From an optimization exercise on the open Yosys and OpenROAD flow, aimed at small area and a short achievable clock period; shortcuts taken in it are not production practice. Function was checked by simulation only, so behaviour that the tests miss may differ from the original. Power is estimated from default activity; no workload was simulated.

Setup of old:
## fetchStage
module fetchStage (
    input  logic                        clk,
    input  logic                        arstN,
    input  logic                        loadEn,
    input  logic [15:0]                 loadAddr,
    input  logic [15:0]                 loadData,
    input  logic                        pcSel,
    input  logic [15:0]                 brnchAddr,
    input  logic [15:0]                 imm,
    input  logic [15:0]                 rs,
    output logic [15:0]                 pc,
    output logic [15:0]                 instrOut,
    output logic                        regWrite,
    output logic [2:0]                  writeRegAddr,
    output logic                        memEnable,
    output logic                        memWr,
    output logic                        val2Reg,
    output logic                        aluSel,
    output logic [2:0]                  immSel,
    output logic [1:0]                  linkReg,
    output logic                        ctrlErr,
    output logic                        bFlag,
    output logic                        jFlag,
    output logic                        regJmp,
    output logic                        halt,
    output logic                        valid
);
localparam int instrW   = 16;
localparam int regAddrW = 3;
localparam int opcW     = 5;
localparam int memAddrW = 8;
localparam int memWords = 1 << memAddrW;
localparam logic [instrW-1:0] nopInstr = 16'h0800;
localparam logic [opcW-1:0] opHalt  = 5'b00000;
localparam logic [opcW-1:0] opNop   = 5'b00001;
localparam logic [opcW-1:0] opJ     = 5'b00100;
localparam logic [opcW-1:0] opJr    = 5'b00101;
localparam logic [opcW-1:0] opJal   = 5'b00110;
localparam logic [opcW-1:0] opJalr  = 5'b00111;
localparam logic [opcW-1:0] opAddi  = 5'b01000;
localparam logic [opcW-1:0] opSubi  = 5'b01001;
localparam logic [opcW-1:0] opBeqz  = 5'b01100;
localparam logic [opcW-1:0] opBnez  = 5'b01101;
localparam logic [opcW-1:0] opSt    = 5'b10000;
  ...
Size: roughly 8,600 cells after synthesis, roughly 140 I/O pins, roughly 0.16 mm^2 of cells after synthesis.
==> module fetchStage, before the edit <==
module fetchStage (
    input  logic                        clk,
    input  logic                        arstN,
    input  logic                        loadEn,
    input  logic [15:0]                 loadAddr,
    input  logic [15:0]                 loadData,
    input  logic                        pcSel,
    input  logic [15:0]                 brnchAddr,
    input  logic [15:0]                 imm,
    input  logic [15:0]                 rs,
    output logic [15:0]                 pc,
    output logic [15:0]                 instrOut,
    output logic                        regWrite,
    output logic [2:0]                  writeRegAddr,
    output logic                        memEnable,
    output logic                        memWr,
    output logic                        val2Reg,
    output logic                        aluSel,
    output logic [2:0]                  immSel,
    output logic [1:0]                  linkReg,
    output logic                        ctrlErr,
    output logic                        bFlag,
    output logic                        jFlag,
    output logic                        regJmp,
    output logic                        halt,
    output logic                        valid
);
localparam int instrW   = 16;
localparam int regAddrW = 3;
localparam int opcW     = 5;
localparam int memAddrW = 8;
localparam int memWords = 1 << memAddrW;
localparam logic [instrW-1:0] nopInstr = 16'h0800;
localparam logic [opcW-1:0] opHalt  = 5'b00000;
localparam logic [opcW-1:0] opNop   = 5'b00001;
localparam logic [opcW-1:0] opJ     = 5'b00100;
localparam logic [opcW-1:0] opJr    = 5'b00101;
localparam logic [opcW-1:0] opJal   = 5'b00110;
localparam logic [opcW-1:0] opJalr  = 5'b00111;
localparam logic [opcW-1:0] opAddi  = 5'b01000;
localparam logic [opcW-1:0] opSubi  = 5'b01001;
localparam logic [opcW-1:0] opBeqz  = 5'b01100;
localparam logic [opcW-1:0] opBnez  = 5'b01101;
localparam logic [opcW-1:0] opSt    = 5'b10000;
localparam logic [opcW-1:0] opLd    = 5'b10001;
localparam logic [opcW-1:0] opAluR  = 5'b11011;   
localparam logic [1:0] destRs  = 2'b00;   
localparam logic [1:0] destRdR = 2'b01;   
localparam logic [1:0] destR7  = 2'b10;   
localparam logic [1:0] destRdI = 2'b11;   
localparam logic [2:0] immNone   = 3'd0;
localparam logic [2:0] imm5Sext  = 3'd1;
localparam logic [2:0] imm5Zext  = 3'd2;
localparam logic [2:0] imm8Sext  = 3'd3;
localparam logic [2:0] imm11Sext = 3'd4;
    logic [15:0]       colHot;
    logic [15:0]       rowHot;
    logic [instrW-1:0] nextRaw;
    logic [instrW-1:0] word0;
    logic [instrW-1:0] curWord;
    logic [18:0]       curDec;
    logic [18:0]       word0Dec;
    logic [18:0]       issueDec;
    logic [3:0]        slotIn;
    logic              rawRegJmp;
    logic              rawJFlag;
    logic              rawHalt;
    logic              nop;
    logic              afterReset;
    logic [instrW-1:0] storedRaw;
    logic              fwd;
    logic              curReadsRs;
    logic              curReadsRt;
    progCounter progCounter_i (
        .clk(clk), .arstN(arstN), .hold(nop || rawHalt), .pcSel(pcSel),
        .regJmp(rawRegJmp), .jFlag(rawJFlag), .brnchAddr(brnchAddr), .imm(imm),
        .rs(rs), .pc(pc), .colHot(colHot), .rowHot(rowHot)
    );
    instrMem instrMem_i (
        .clk(clk), .colHot(colHot), .rowHot(rowHot), .loadEn(loadEn), .loadAddr(loadAddr),
        .loadData(loadData), .rdData(storedRaw), .fwd(fwd), .word0(word0)
    );
    fwdPick pickFwd (.a(loadData), .b(storedRaw), .selA(fwd), .y(nextRaw));
    hazardDetect hazardDetect_i (
        .clk(clk), .arstN(arstN), .srcInstr(curWord), .readsRs(curReadsRs),
        .readsRt(curReadsRt), .regWrite(slotIn[3]), .writeRegAddr(slotIn[2:0]),
        .nop(nop)
    );
    always_ff @(posedge clk) begin
        curWord <= nextRaw;
    end
    always_ff @(posedge clk or negedge arstN) begin
        if (!arstN) begin
            afterReset <= 1'b1;
        end else begin
            afterReset <= 1'b0;
        end
    end
    ctrlDecode cntrl (
        .instr(curWord), .regWrite(curDec[18]), .memEnable(curDec[17]),
        .memWr(curDec[16]), .val2Reg(curDec[15]), .aluSel(curDec[14]),
        .regJmp(curDec[13]), .jFlag(curDec[12]), .bFlag(curDec[11]),
        .halt(curDec[10]), .ctrlErr(curDec[9]), .readsRs(curReadsRs), .readsRt(curReadsRt),
        .linkReg(curDec[8:7]), .immSel(curDec[6:4]), .writeRegAddr(curDec[3:1]),
        .valid(curDec[0])
    );
    ctrlDecode dec0 (
        .instr(word0), .regWrite(word0Dec[18]), .memEnable(word0Dec[17]),
        .memWr(word0Dec[16]), .val2Reg(word0Dec[15]), .aluSel(word0Dec[14]),
        .regJmp(word0Dec[13]), .jFlag(word0Dec[12]), .bFlag(word0Dec[11]),
        .halt(word0Dec[10]), .ctrlErr(word0Dec[9]), .readsRs(), .readsRt(),
        .linkReg(word0Dec[8:7]), .immSel(word0Dec[6:4]), .writeRegAddr(word0Dec[3:1]),
        .valid(word0Dec[0])
    );
    issuePick #(.W(16)) pickInstr (
        .afterReset(afterReset), .nop(nop), .resetVal(word0), .curVal(curWord),
        .nopVal(nopInstr), .y(instrOut)
    );
    issuePick #(.W(19)) pickDec (
        .afterReset(afterReset), .nop(nop), .resetVal(word0Dec), .curVal(curDec),
        .nopVal(19'd0), .y(issueDec)
    );
    issuePick #(.W(4)) pickSlot (
        .afterReset(afterReset), .nop(nop), .resetVal({word0Dec[18], word0Dec[3:1]}),
        .curVal({curDec[18], curDec[3:1]}), .nopVal(4'd0), .y(slotIn)
    );
    assign rawHalt   = afterReset ? word0Dec[10] : curDec[10];
    assign rawRegJmp = afterReset ? word0Dec[13] : curDec[13];
    assign rawJFlag  = afterReset ? word0Dec[12] : curDec[12];
    assign regWrite     = issueDec[18];
    assign memEnable    = issueDec[17];
    assign memWr        = issueDec[16];
    assign val2Reg      = issueDec[15];
    assign aluSel       = issueDec[14];
    assign regJmp       = issueDec[13];
    assign jFlag        = issueDec[12];
    assign bFlag        = issueDec[11];
    assign halt         = issueDec[10];
    assign ctrlErr      = issueDec[9];
    assign linkReg      = issueDec[8:7];
    assign immSel       = issueDec[6:4];
    assign writeRegAddr = issueDec[3:1];
    assign valid        = issueDec[0];
endmodule
==> flow/config.mk <==
export PLATFORM = sky130hd
export DESIGN_NAME = fetchStage
export DESIGN_NICKNAME = fetchStage
export VERILOG_FILES = /design/flow/design.v
export SDC_FILE = /design/flow/constraint.sdc
export NUM_CORES = 4
export LEC_CHECK = 0
export CAP_MARGIN = 20
export CORE_MARGIN = 2
export CORE_UTILIZATION = 56
export CTS_BUF_LIST = sky130_fd_sc_hd__clkbuf_4 sky130_fd_sc_hd__clkbuf_8 sky130_fd_sc_hd__clkbuf_16
export CTS_CLUSTER_DIAMETER = 60
export CTS_CLUSTER_SIZE = 16
export PLACE_DENSITY = 0.65
export SETUP_SLACK_MARGIN = 4.0
export SLEW_MARGIN = 20
export SYNTH_HIERARCHICAL = 1
export SYNTH_MINIMUM_KEEP_SIZE = 0
export TNS_END_PERCENT = 10
==> flow/constraint.sdc <==
create_clock -name core_clock -period 9.0 [get_ports {clk}]
set_input_delay 1.8000 -clock core_clock [delete_from_list [all_inputs] [get_ports {clk}]]
set_output_delay 1.8000 -clock core_clock [all_outputs]
set_load 0.01 [all_outputs]
standard.sh (not shown) runs the stock make flow with config.mk's settings and CLKGATE_MAP_FILE= SYNTH_SCRIPT=/design/flow/synth_recipe.tcl, a recipe that flattens the netlist after the stock synthesis.
==> flow/flow/run.sh <==
#!/bin/bash
# Standard layout with two changes to how it is made: a plain buffer on every
# port in place of the default port buffer cell, and timing repair free to
# pick any drive strength (not only cells of the same width)
# Each step's log stays in orfs/logs, make's own output in make.log
set -uo pipefail
export BUFFER_PORTS_ARGS="-buffer_cell sky130_fd_sc_hd__buf_4"
bash standard.sh MATCH_CELL_FOOTPRINT=0 finish > make.log 2>&1
Changes in new relative to old:
--- a/flow/design.v
+++ b/flow/design.v
@@ -534,11 +534,13 @@
 localparam logic [2:0] imm5Zext  = 3'd2;
 localparam logic [2:0] imm8Sext  = 3'd3;
 localparam logic [2:0] imm11Sext = 3'd4;
     logic [15:0]       colHot;
     logic [15:0]       rowHot;
-    logic [instrW-1:0] nextRaw;
+    logic [instrW-1:0] storedWord;
+    logic [instrW-1:0] loadWord;
+    logic              loadWins;
     logic [instrW-1:0] word0;
     logic [instrW-1:0] curWord;
     logic [18:0]       curDec;
     logic [18:0]       word0Dec;
     logic [18:0]       issueDec;
@@ -559,19 +561,21 @@
     );
     instrMem instrMem_i (
         .clk(clk), .colHot(colHot), .rowHot(rowHot), .loadEn(loadEn), .loadAddr(loadAddr),
         .loadData(loadData), .rdData(storedRaw), .fwd(fwd), .word0(word0)
     );
-    fwdPick pickFwd (.a(loadData), .b(storedRaw), .selA(fwd), .y(nextRaw));
     hazardDetect hazardDetect_i (
         .clk(clk), .arstN(arstN), .srcInstr(curWord), .readsRs(curReadsRs),
         .readsRt(curReadsRt), .regWrite(slotIn[3]), .writeRegAddr(slotIn[2:0]),
         .nop(nop)
     );
     always_ff @(posedge clk) begin
-        curWord <= nextRaw;
+        storedWord <= storedRaw;
+        loadWord   <= loadData;
+        loadWins   <= fwd;
     end
+    fwdPick pickFwd (.a(loadWord), .b(storedWord), .selA(loadWins), .y(curWord));
     always_ff @(posedge clk or negedge arstN) begin
         if (!arstN) begin
             afterReset <= 1'b1;
         end else begin
             afterReset <= 1'b0;
[summary]
- | global-route usage | lower: new |
- Taking old as the reference, in new leakage power figure about even, met2 track demand over resource fell 0.54 points, layout buffer count excluding clock buffers fell 0.70%, global-route wire length before repair fell about 1.1%.
- Between new and old, wire length on met2 is higher for old, new comes in under that.
- Row combinational group share of total power: new lower / old higher
- Looking at new and old, the height of the chip is a wash.
- Relative to old, number of sinks driven by the clock tree has gone up in new.
- Number of gates on the worst path with buffers counted, new and old, higher one = new.
- From old to new the numbers moved as follows: required arrival time at the worst endpoint decreased 0.12 ns, upper clock frequency limit fell 0.0085 GHz, number of instances in the placed design flat.

[what the ideal ports hide]
The results above use ideal ports. As a check the final layouts listed here were re-extracted and re-timed, cells and wires unchanged.
Step 1 (the two cells are an assumption about what drives the block):
set clk [get_ports {clk}]
set_driving_cell -lib_cell sky130_fd_sc_hd__clkbuf_16 $clk
set_driving_cell -lib_cell sky130_fd_sc_hd__buf_2 [delete_from_list [all_inputs] $clk]
Step 2 moves the port delays by t, midway between the first and last clock arrival at a register: inputs arrive t later, outputs are due t later. That takes back most of the time a late clock gives input paths.
Slacks: ideal / step 1 / step 2; pairs: ideal / step 1.
run	t, ns	setup WS [ns]	pins driven straight from the clock port
old	1.012	3.759 / 3.759 / 2.799	1
new	0.984	3.516 / 3.516 / 2.710	1
After both steps every run listed still meets setup and hold. For old, which loses most, drivers alone change the setup slack by 0.000 ns; drivers and shift together by -0.960 ns.
